This design comes from an exercise in tuning for small area, a short achievable clock period and few clock cycles per item on the open sky130 flow, not from production work.
Only simulation tests tie the RTL to the original design; equivalence was not proved.

[design.v]
`timescale 1ns / 1ps
package wcbc_pkg;
  localparam int MAX_DIM_DEF   = 4096;
  localparam int AREA_BITS_DEF = 40;
  localparam int CRD_W      = 15;    
  localparam int RA_W       = 17;
  localparam int CNT_W      = 16;
  localparam int OUT_AREA_W = 40;
  localparam int RATIO_W    = 24;
  localparam int FRAC_W     = 16;
  localparam int QDEPTH     = 2;
  localparam int CFG_ADDR_W = 4;
  localparam int CFG_DATA_W = 32;
  localparam logic [RA_W-1:0]  ONE_Q16 = 17'h10000;
  localparam logic [CNT_W-1:0] CNT_MAX = 16'hFFFF;
  localparam logic [1:0] CMD_BEGIN = 2'd0;
  localparam logic [1:0] CMD_BOX   = 2'd1;
  localparam logic [1:0] CMD_END   = 2'd2;
  localparam logic [1:0] REG_ROOT_ALPHA  = 2'd0;
  localparam logic [1:0] REG_AREA_THR    = 2'd1;
  localparam logic [1:0] REG_COUNT_THR   = 2'd2;
  localparam logic [RA_W-1:0]  ROOT_ALPHA_RST = 17'd65536;
  localparam logic [RA_W-1:0]  AREA_THR_RST   = 17'd32768;
  localparam logic [CNT_W-1:0] COUNT_THR_RST  = 16'd10;
  typedef enum logic [1:0] {
    OP_BEGIN = 2'd0,
    OP_BOX   = 2'd1,
    OP_END   = 2'd2
  } op_t;
  typedef struct packed {
    logic [1:0]  command;
    logic [12:0] image_width;
    logic [12:0] image_height;
    logic [11:0] box_left;
    logic [11:0] box_top;
    logic [12:0] box_width;
    logic [12:0] box_height;
  } in_item_t;
  typedef struct packed {
    logic                  full_screen;
    logic [CNT_W-1:0]      boxes_inside;
    logic [OUT_AREA_W-1:0] covered_area;
    logic [RATIO_W-1:0]    area_ratio;
  } out_item_t;
  typedef struct packed {
    logic [RA_W-1:0]  root_alpha;
    logic [RA_W-1:0]  area_threshold;
    logic [CNT_W-1:0] count_threshold;
  } cfg_t;
  typedef struct packed {
    op_t              op;
    logic [CRD_W-1:0] x0;
    logic [CRD_W-1:0] y0;
    logic [CRD_W-1:0] x1;
    logic [CRD_W-1:0] y1;
  } q_entry_t;
  typedef struct packed {
    logic full;
    logic not_empty;
  } q_stat_t;
endpackage
`timescale 1ns / 1ps
`timescale 1ns / 1ps
`timescale 1ns / 1ps
`timescale 1ns / 1ps
`timescale 1ns / 1ps
module window_clipped_box_coverage_core #(
  parameter int MAX_DIM   = wcbc_pkg::MAX_DIM_DEF,
  parameter int AREA_BITS = wcbc_pkg::AREA_BITS_DEF
) (
  input  logic                  clk,
  input  logic                  rst_n,
  input  logic                  in_valid,
  input  logic [77:0]           in_item,
  output logic                  in_stall,
  output logic                  out_valid,
  output logic [80:0]           out_item,
  input  logic                  out_stall,
  input  logic                  cfg_psel,
  input  logic                  cfg_penable,
  input  logic                  cfg_pwrite,
  input  logic [wcbc_pkg::CFG_ADDR_W-1:0] cfg_paddr,
  input  logic [wcbc_pkg::CFG_DATA_W-1:0] cfg_pwdata,
  output logic [wcbc_pkg::CFG_DATA_W-1:0] cfg_prdata,
  output logic                  cfg_pready
);
  logic [16:0] ra_r, athr_r;
  logic [15:0] cthr_r;
  logic        cfg_wr;
  assign cfg_pready = 1'b1;
  assign cfg_wr     = cfg_psel & cfg_penable & cfg_pwrite;
  always_ff @(posedge clk) begin
    if (!rst_n) begin
      ra_r   <= 17'h10000;
      athr_r <= 17'h08000;
      cthr_r <= 16'd10;
    end else if (cfg_wr) begin
      case (cfg_paddr[3:2])
        2'd0: ra_r   <= cfg_pwdata[16:0];
        2'd1: athr_r <= cfg_pwdata[16:0];
        2'd2: cthr_r <= cfg_pwdata[15:0];
        default: ;
      endcase
    end
  end
  always_comb begin
    case (cfg_paddr[3:2])
      2'd0:    cfg_prdata = {15'd0, ra_r};
      2'd1:    cfg_prdata = {15'd0, athr_r};
      2'd2:    cfg_prdata = {16'd0, cthr_r};
      default: cfg_prdata = 32'd0;
    endcase
  end
  logic [1:0]  cmd;
  logic [12:0] iw, ih, bw, bh;
  logic [11:0] bl, bt;
  logic        is_beg, is_end, take;
  assign cmd = in_item[77:76];
  assign iw  = in_item[75:63];
  assign ih  = in_item[62:50];
  assign bl  = in_item[49:38];
  assign bt  = in_item[37:26];
  assign bw  = in_item[25:13];
  assign bh  = in_item[12:0];
  assign is_beg = (cmd == 2'd0);
  assign is_end = (cmd == 2'd2);
  logic [11:0] wl_r, wt_r;
  logic [12:0] wr_r, wb_r;
  logic [13:0] x1, y1;
  logic [11:0] cl, ct;
  logic [13:0] cr, cb;
  logic        hx, hy;
  logic [12:0] dxc, dyc;
  assign x1  = {2'b00, bl} + {1'b0, bw};
  assign y1  = {2'b00, bt} + {1'b0, bh};
  assign cl  = (bl > wl_r) ? bl : wl_r;
  assign ct  = (bt > wt_r) ? bt : wt_r;
  assign cr  = (x1 < {1'b0, wr_r}) ? x1 : {1'b0, wr_r};
  assign cb  = (y1 < {1'b0, wb_r}) ? y1 : {1'b0, wb_r};
  assign hx  = {2'b00, cl} < cr;
  assign hy  = {2'b00, ct} < cb;
  assign dxc = 13'(cr - {2'b00, cl});
  assign dyc = 13'(cb - {2'b00, ct});
  logic [12:0] dx_r, dy_r;    
  logic        d_hit_r;       
  logic        d_beg_r;       
  logic        ph_r;          
  logic [28:0] mc_r, mp_r;
  logic        mlast_r;
  logic [30:0] acc_r;         
  logic [3:0]  acnt_r;
  logic        a_busy_r;
  typedef enum logic [1:0] {D_IDLE = 2'd0, D_WAIT = 2'd1, D_RUN = 2'd2} dst_t;
  dst_t        dst_r;
  logic [24:0] den_r, rem_r;
  logic [23:0] qx_r;
  logic [3:0]  dcnt_r;
  logic [39:0] so_r;
  logic [15:0] co_r;
  logic        out_valid_r;
  logic beg_block, end_block;
  assign beg_block = a_busy_r | (dst_r == D_WAIT);
  assign end_block = (dst_r != D_IDLE) | (out_valid_r & out_stall);
  assign in_stall  = d_beg_r | (is_beg & beg_block) | (is_end & end_block);
  assign take      = in_valid & ~in_stall;
  always_ff @(posedge clk) begin
    if (!rst_n) begin
      d_hit_r <= 1'b0;
      d_beg_r <= 1'b0;
      ph_r    <= 1'b0;
    end else if (d_beg_r) begin
      ph_r    <= ~ph_r;
      d_beg_r <= ~ph_r;
    end else begin
      d_hit_r <= take & (cmd == 2'd1) & hx & hy;
      d_beg_r <= take & is_beg;
    end
  end
  always_ff @(posedge clk) begin
    if (!d_beg_r) begin
      if (is_beg) begin
        dx_r <= (iw > 13'd4096) ? 13'd4096 : iw;
        dy_r <= (ih > 13'd4096) ? 13'd4096 : ih;
      end else begin
        dx_r <= dxc;
        dy_r <= dyc;
      end
    end
  end
  logic [16:0] ra_c, ma;
  logic [12:0] mb;
  logic [29:0] prod;
  logic [40:0] sum;
  logic [39:0] s_r, s_nxt;
  logic [15:0] c_r, c_nxt;
  assign ra_c = ra_r[16] ? 17'h10000 : ra_r;
  assign ma   = d_beg_r ? ra_c : {4'd0, dy_r};
  assign mb   = (d_beg_r & ph_r) ? dy_r : dx_r;
  assign prod = 30'(ma) * 30'(mb);
  assign sum = {1'b0, s_r} + {16'd0, prod[24:0]};
  always_comb begin
    s_nxt = s_r;
    c_nxt = c_r;
    if (d_beg_r) begin
      s_nxt = '0;
      c_nxt = '0;
    end else if (d_hit_r) begin
      s_nxt = sum[40] ? {40{1'b1}} : sum[39:0];
      c_nxt = (c_r == 16'hFFFF) ? c_r : c_r + 16'd1;
    end
  end
  logic [13:0] lo_t, hi_t;
  assign lo_t = {1'b0, mb} - {1'b0, prod[28:16]} - {13'd0, |prod[15:0]};
  assign hi_t = {1'b0, mb} + {1'b0, prod[28:16]};
  always_ff @(posedge clk) begin
    if (!rst_n) begin
      s_r  <= '0;
      c_r  <= '0;
      wl_r <= '0;
      wr_r <= '0;
      wt_r <= '0;
      wb_r <= '0;
    end else begin
      s_r <= s_nxt;
      c_r <= c_nxt;
      if (d_beg_r & ~ph_r) begin
        wl_r <= lo_t[12:1];
        wr_r <= hi_t[13:1];
      end
      if (d_beg_r & ph_r) begin
        wt_r <= lo_t[12:1];
        wb_r <= hi_t[13:1];
      end
    end
  end
  logic [2:0]  bd;
  logic [31:0] pp, asum;
  assign bd = {mp_r[1:0], mlast_r};
  always_comb begin
    case (bd)
      3'b001, 3'b010: pp = {3'd0, mc_r};
      3'b011:         pp = {2'd0, mc_r, 1'b0};
      3'b100:         pp = ~{2'd0, mc_r, 1'b0} + 32'd1;
      3'b101, 3'b110: pp = ~{3'd0, mc_r} + 32'd1;
      default:        pp = 32'd0;
    endcase
  end
  assign asum = {acc_r[30], acc_r} + pp;
  always_ff @(posedge clk) begin
    if (!rst_n) begin
      acc_r    <= '0;
      a_busy_r <= 1'b0;
      acnt_r   <= '0;
    end else if (d_beg_r & ph_r) begin
      acc_r    <= '0;
      a_busy_r <= 1'b1;
      acnt_r   <= '0;
    end else if (a_busy_r) begin
      acc_r  <= {asum[31], asum[31:2]};
      acnt_r <= acnt_r + 4'd1;
      if (acnt_r == 4'd14) begin
        a_busy_r <= 1'b0;
      end
    end
  end
  always_ff @(posedge clk) begin
    if (d_beg_r & ~ph_r) begin
      mc_r <= prod[28:0];
    end
    if (d_beg_r & ph_r) begin
      mp_r    <= prod[28:0];
      mlast_r <= 1'b0;
    end else if (a_busy_r) begin
      mp_r    <= {2'b00, mp_r[28:2]};
      mlast_r <= mp_r[1];
    end
  end
  logic        sat;
  logic [25:0] t1, d1, t2, d2;
  logic [24:0] r1, r2;
  logic        g1, g2;
  logic        take_end;
  assign take_end = take & is_end;
  assign sat = (|so_r[39:33]) | (rem_r >= den_r);
  assign t1  = {rem_r, qx_r[23]};
  assign d1  = t1 - {1'b0, den_r};
  assign g1  = ~d1[25];
  assign r1  = g1 ? d1[24:0] : t1[24:0];
  assign t2  = {r1, qx_r[22]};
  assign d2  = t2 - {1'b0, den_r};
  assign g2  = ~d2[25];
  assign r2  = g2 ? d2[24:0] : t2[24:0];
  always_ff @(posedge clk) begin
    if (!rst_n) begin
      dst_r       <= D_IDLE;
      out_valid_r <= 1'b0;
    end else begin
      if (out_valid_r & ~out_stall) begin
        out_valid_r <= 1'b0;
      end
      case (dst_r)
        D_IDLE: if (take_end) dst_r <= a_busy_r ? D_WAIT : D_RUN;
        D_WAIT: if (!a_busy_r) dst_r <= D_RUN;
        D_RUN: begin
          if (((dcnt_r == 4'd0) & sat) | (dcnt_r == 4'd11)) begin
            dst_r       <= D_IDLE;
            out_valid_r <= 1'b1;
          end
        end
        default: dst_r <= D_IDLE;
      endcase
    end
  end
  always_ff @(posedge clk) begin
    if (take_end) begin
      so_r   <= s_nxt;
      co_r   <= c_nxt;
      rem_r  <= s_nxt[32:8];
      qx_r   <= {s_nxt[7:0], 16'd0};
      dcnt_r <= '0;
    end else if (dst_r == D_RUN) begin
      if ((dcnt_r == 4'd0) & sat) begin
        qx_r <= {24{1'b1}};
      end else begin
        rem_r <= r2;
        qx_r  <= {qx_r[21:0], g1, g2};
      end
      dcnt_r <= dcnt_r + 4'd1;
    end
    if ((take_end & ~a_busy_r) | ((dst_r == D_WAIT) & ~a_busy_r)) begin
      den_r <= acc_r[26:2];
    end
  end
  logic fs_area, fs;
  assign fs_area = (den_r == 25'd0) ? (|so_r)
                 : ((qx_r > {7'd0, athr_r}) | ((qx_r == {7'd0, athr_r}) & (|rem_r)));
  assign fs      = fs_area & (co_r > cthr_r);
  assign out_valid = out_valid_r;
  assign out_item  = {fs, co_r, so_r, qx_r};
endmodule
[run.sh]
#!/bin/bash
# synth_recipe.tcl (not shown) runs the flow's synth.tcl, then flattens the netlist and writes it again
# the make line also repeats each setting of config.mk as NAME=value (left out here)
make -C /OpenROAD-flow-scripts/flow DESIGN_CONFIG=/design/flow/config.mk WORK_HOME=/design/flow/orfs CLKGATE_MAP_FILE= SYNTH_SCRIPT=/design/flow/synth_recipe.tcl finish
[config.mk]
export PLATFORM = sky130hd
export DESIGN_NAME = window_clipped_box_coverage_core
export DESIGN_NICKNAME = window_clipped_box_coverage_core
export VERILOG_FILES = /design/flow/design.v
export SDC_FILE = /design/flow/constraint.sdc
export NUM_CORES = 4
export LEC_CHECK = 0
export CAP_MARGIN = 20
export CORE_MARGIN = 2
export CORE_UTILIZATION = 40
export SLEW_MARGIN = 20
[constraint.sdc]
create_clock -name core_clock -period 10.0 [get_ports {clk}]
set_input_delay 2.0000 -clock core_clock [delete_from_list [all_inputs] [get_ports {clk}]]
set_output_delay 2.0000 -clock core_clock [all_outputs]
set_load 0.01 [all_outputs]
==> flow_metrics.env <==
export IMPL_outcome="no timing/DRC/antenna violations"
export IMPL_ios=237
export IMPL_ys_warn_count=1
export IMPL_antenna_found_initial=2
export IMPL_crit_arrival_ps=9980
export IMPL_final_cell_mix="602 x nand2_1, 452 x inv_1, 395 x ha_1"
export IMPL_wirelength_um=115700
export IMPL_reg2reg_slack_ps=430
export IMPL_place_ws_ps=411.1
export IMPL_ys_types=75
export IMPL_path_max_fanout=31
export IMPL_critical_path_max_stage_delay_ps=580
export IMPL_max_freq_mhz=104.5
export IMPL_final_setup_tns_ps=0
export IMPL_groute_usage_overall_pct=23.72
export IMPL_overflow=0
export IMPL_route_detailed_drc=0
export IMPL_rows=112
export IMPL_worst_slew_pin_slew_ps=1065
export IMPL_final_util_pct=46.19
export IMPL_dieHeight_um=310.0
export IMPL_first_iter_violations=2298
export IMPL_ctsRootBufferMaster="clkbuf_16"
export IMPL_drive_above_1_share_pct=6.025
export IMPL_port_buffers=203
export IMPL_seq_area_frac_synth_pct=27.52
export IMPL_first_global_vias=30330
export IMPL_layout_commonest_cell="nand2_1"
export IMPL_start_kind="register"
export IMPL_syn_avg_cell_area_um2=8.516
export IMPL_holdWs_ps=466.1
export IMPL_area_growth_syn_to_layout_pct=14.72
export IMPL_clk_path_buf_depth=3
export IMPL_reg2reg_to="so_r[39]$_DFFE_PP_"
export IMPL_setup_viol=0
export IMPL_cap_violations=0
export IMPL_numClockSinks=416
export IMPL_grt_max_degree=84
export IMPL_async_flop_share_pct=0
export IMPL_die_w_um=310.0
export IMPL_required_ps=10410
export IMPL_numCtsBuffers=49
export IMPL_slew_headroom_pct=28.85
export IMPL_reg2reg_depth=34
export IMPL_dpl_cell_count=5794
export IMPL_hold_viol_final=0
export IMPL_synth_edff_count=198
export IMPL_final_nets=5280
export IMPL_min_delay_worst_endpoint="den_r[11]$_DFFE_PP_"
export IMPL_ys_ff_latch=416
export IMPL_vias=31900
export IMPL_clock_latency_ps=610
export IMPL_cpMostUsedCell="inv_1"
export IMPL_postCtsHoldBufs=0
export IMPL_stdcell_count=5887
export IMPL_synth_area_um2=37460
export IMPL_critPathBufInv=7
export IMPL_postRouteAntennaNets=0
export IMPL_post_cts_resized=0
export IMPL_hold_class="register to register"
export IMPL_vias_per_cell=5.418
export IMPL_worst_path_max_delay_cell="or4_1"
export IMPL_hold_path_startpoint="acc_r[13]$_SDFFE_PP0P_"
export IMPL_critical_path_class="register to register"
export IMPL_wire_per_inst_um=19.66
export IMPL_timing_final_crit_share_pct=95.73
export IMPL_final_cell_area_um2=42980
export IMPL_drv_slew=0
export IMPL_cts_tree="built"
export IMPL_syn_inst=4399
export IMPL_cts_htree_levels=2
export IMPL_critPathTopFamily="simple AND/OR/NAND/NOR gates"
export IMPL_min_path_cells=0
export IMPL_placed_area_um2=41240
export IMPL_clock_skew_ps=33.57
export IMPL_rr_startpoint="d_beg_r$_SDFF_PN0_"
export IMPL_layout_setup_ws_ps=427.2
export IMPL_ys_flop_type="dfxtp_1"
export IMPL_rsz0062_at_grt="no"
export IMPL_place_detailed_hpwl_um=93140
export IMPL_core_um2=93050
export IMPL_worst_setup_path_end_kind="register"
export IMPL_initial_core_util_pct=40.26
export IMPL_firstDrtPassIters=9
export IMPL_period_minus_slack_ps=9573
export IMPL_post_cts_setup_buffers=0
export IMPL_grt_pass1_wl_um=176700
export IMPL_clkSlewWorstSetupHoldPaths_ps=60
export IMPL_finalWeightedCongestion=0.9340
export IMPL_dieArea_um2=96120
-- final cells by class --
cell class	count	area [µm²]
fill	9179	50070
multi-input combinational	3357	24780
sequential	416	10310
timing repair buffer	308	2863
inverter	459	1723
tap	1254	1569
clock buffer	57	1296
clock inverter	34	421.7
antenna	2	5.005
-- synthesized netlist by cell type, types with 15 or more instances --
cell	instances	area share, %
a211oi_1	29	0.58
a21boi_0	79	1.6
a21o_1	79	1.6
a21oi_1	226	3.0
a221oi_1	23	0.54
a22o_1	15	0.35
a22oi_1	27	0.54
a311oi_1	24	0.56
a31oi_1	25	0.42
and2_1	74	1.2
and3_1	25	0.42
buf_1	22	0.22
buf_4	17	0.34
clkbuf_1	140	1.4
dfxtp_1	218	12
edfxtp_1	198	16
fa_1	173	9.2
ha_1	395	13
inv_1	455	4.6
mux2_2	46	1.4
mux2i_1	104	2.8
nand2_1	603	6.0
nand2b_1	34	0.57
nand3_1	59	0.79
nand4_1	40	0.67
nor2_1	362	3.6
nor2b_1	36	0.60
nor3_1	79	1.1
nor4_1	39	0.65
o21a_1	49	0.98
o21ai_0	242	3.2
o21bai_1	24	0.48
o31ai_1	21	0.42
or3_1	32	0.53
or4_1	15	0.30
xnor2_1	135	3.2
xor2_1	92	2.2
-- metal layers --
metal	up-vias	track usage (%)	part of all wire, %
met5	-	0	0.0095
met4	2	7.404	3.2
met3	154	2.214	4.9
met2	857	40.50	48
met1	15350	31.68	44
li1	15530	-	-
-- kinds of logic (layout without fill, tap and decap cells) --
group                      count (synthesis)  count (layout)  synth area share [%]
and+or+nand+nor                         1440            1440                 17.32
AOI/OAI and AO/OA                        954             954                 16.50
buffers and inverters                    640             858                 6.646
adders and majority gates                568             568                 22.44
DFF                                      416             416                 27.52
xor gates and xnor gates                 229             229                 5.394
muxes                                    150             150                 4.162
other                                      2              18               0.02005
-- sequential cells by signal (all words and copies together), names as in the netlist, 17 cells and up --
name	cells
qx_r	24
mp_r	29
s_r	40
acc_r	30
rem_r	25
athr_r	17
den_r	25
ra_r	17
mc_r	29
so_r	40
-- worst max-delay path by stage --
stage / slack, ps / depth (start not counted) / end / from
floorplan: 820 / 35 / wl_r[9]$_SDFFE_PN0P_ / d_beg_r$_SDFF_PN0_
global placement: 440 / 39 / wt_r[9]$_SDFFE_PN0P_ / d_beg_r$_SDFF_PN0_
detailed placement: 410 / 31 / dx_r[12]$_DFFE_PN_ / in_item[38]
CTS: 390 / 39 / wt_r[9]$_SDFFE_PN0P_ / d_beg_r$_SDFF_PN0_
global route: 3 / 38 / wt_r[9]$_SDFFE_PN0P_ / dy_r[1]$_DFFE_PN_
finish: 430 / 34 / so_r[39]$_DFFE_PP_ / d_beg_r$_SDFF_PN0_
Testbench counts, summed over its fixed seeds: cycles 13,244, items 10,966.

-- afterwards: timing with drivers on the ports --
No port has a modelled driver above. Below, the same layout with a new extraction and two added sets of constraints. Step 1 assumes that a clkbuf_16 drives the clock port and a buf_2 every other input. Step 2 moves the port delays by t, midway between the first and last clock arrival at a register: inputs arrive t later, outputs are due t later. That takes back most of the time a late clock gives input paths. a / b / c = ideal ports / drivers / drivers and shift; a / b = the first two.
t (ns): 0.663
slack for setup (ns): 0.427 / 0.427 / 0.427
worst setup path after step 2: register to register
clock arrival spread, ns: 0.034 / 0.034
After both steps setup and hold are still met in this run. For this run, drivers alone change the setup slack by 0.000 ns; drivers and shift together by 0.000 ns.
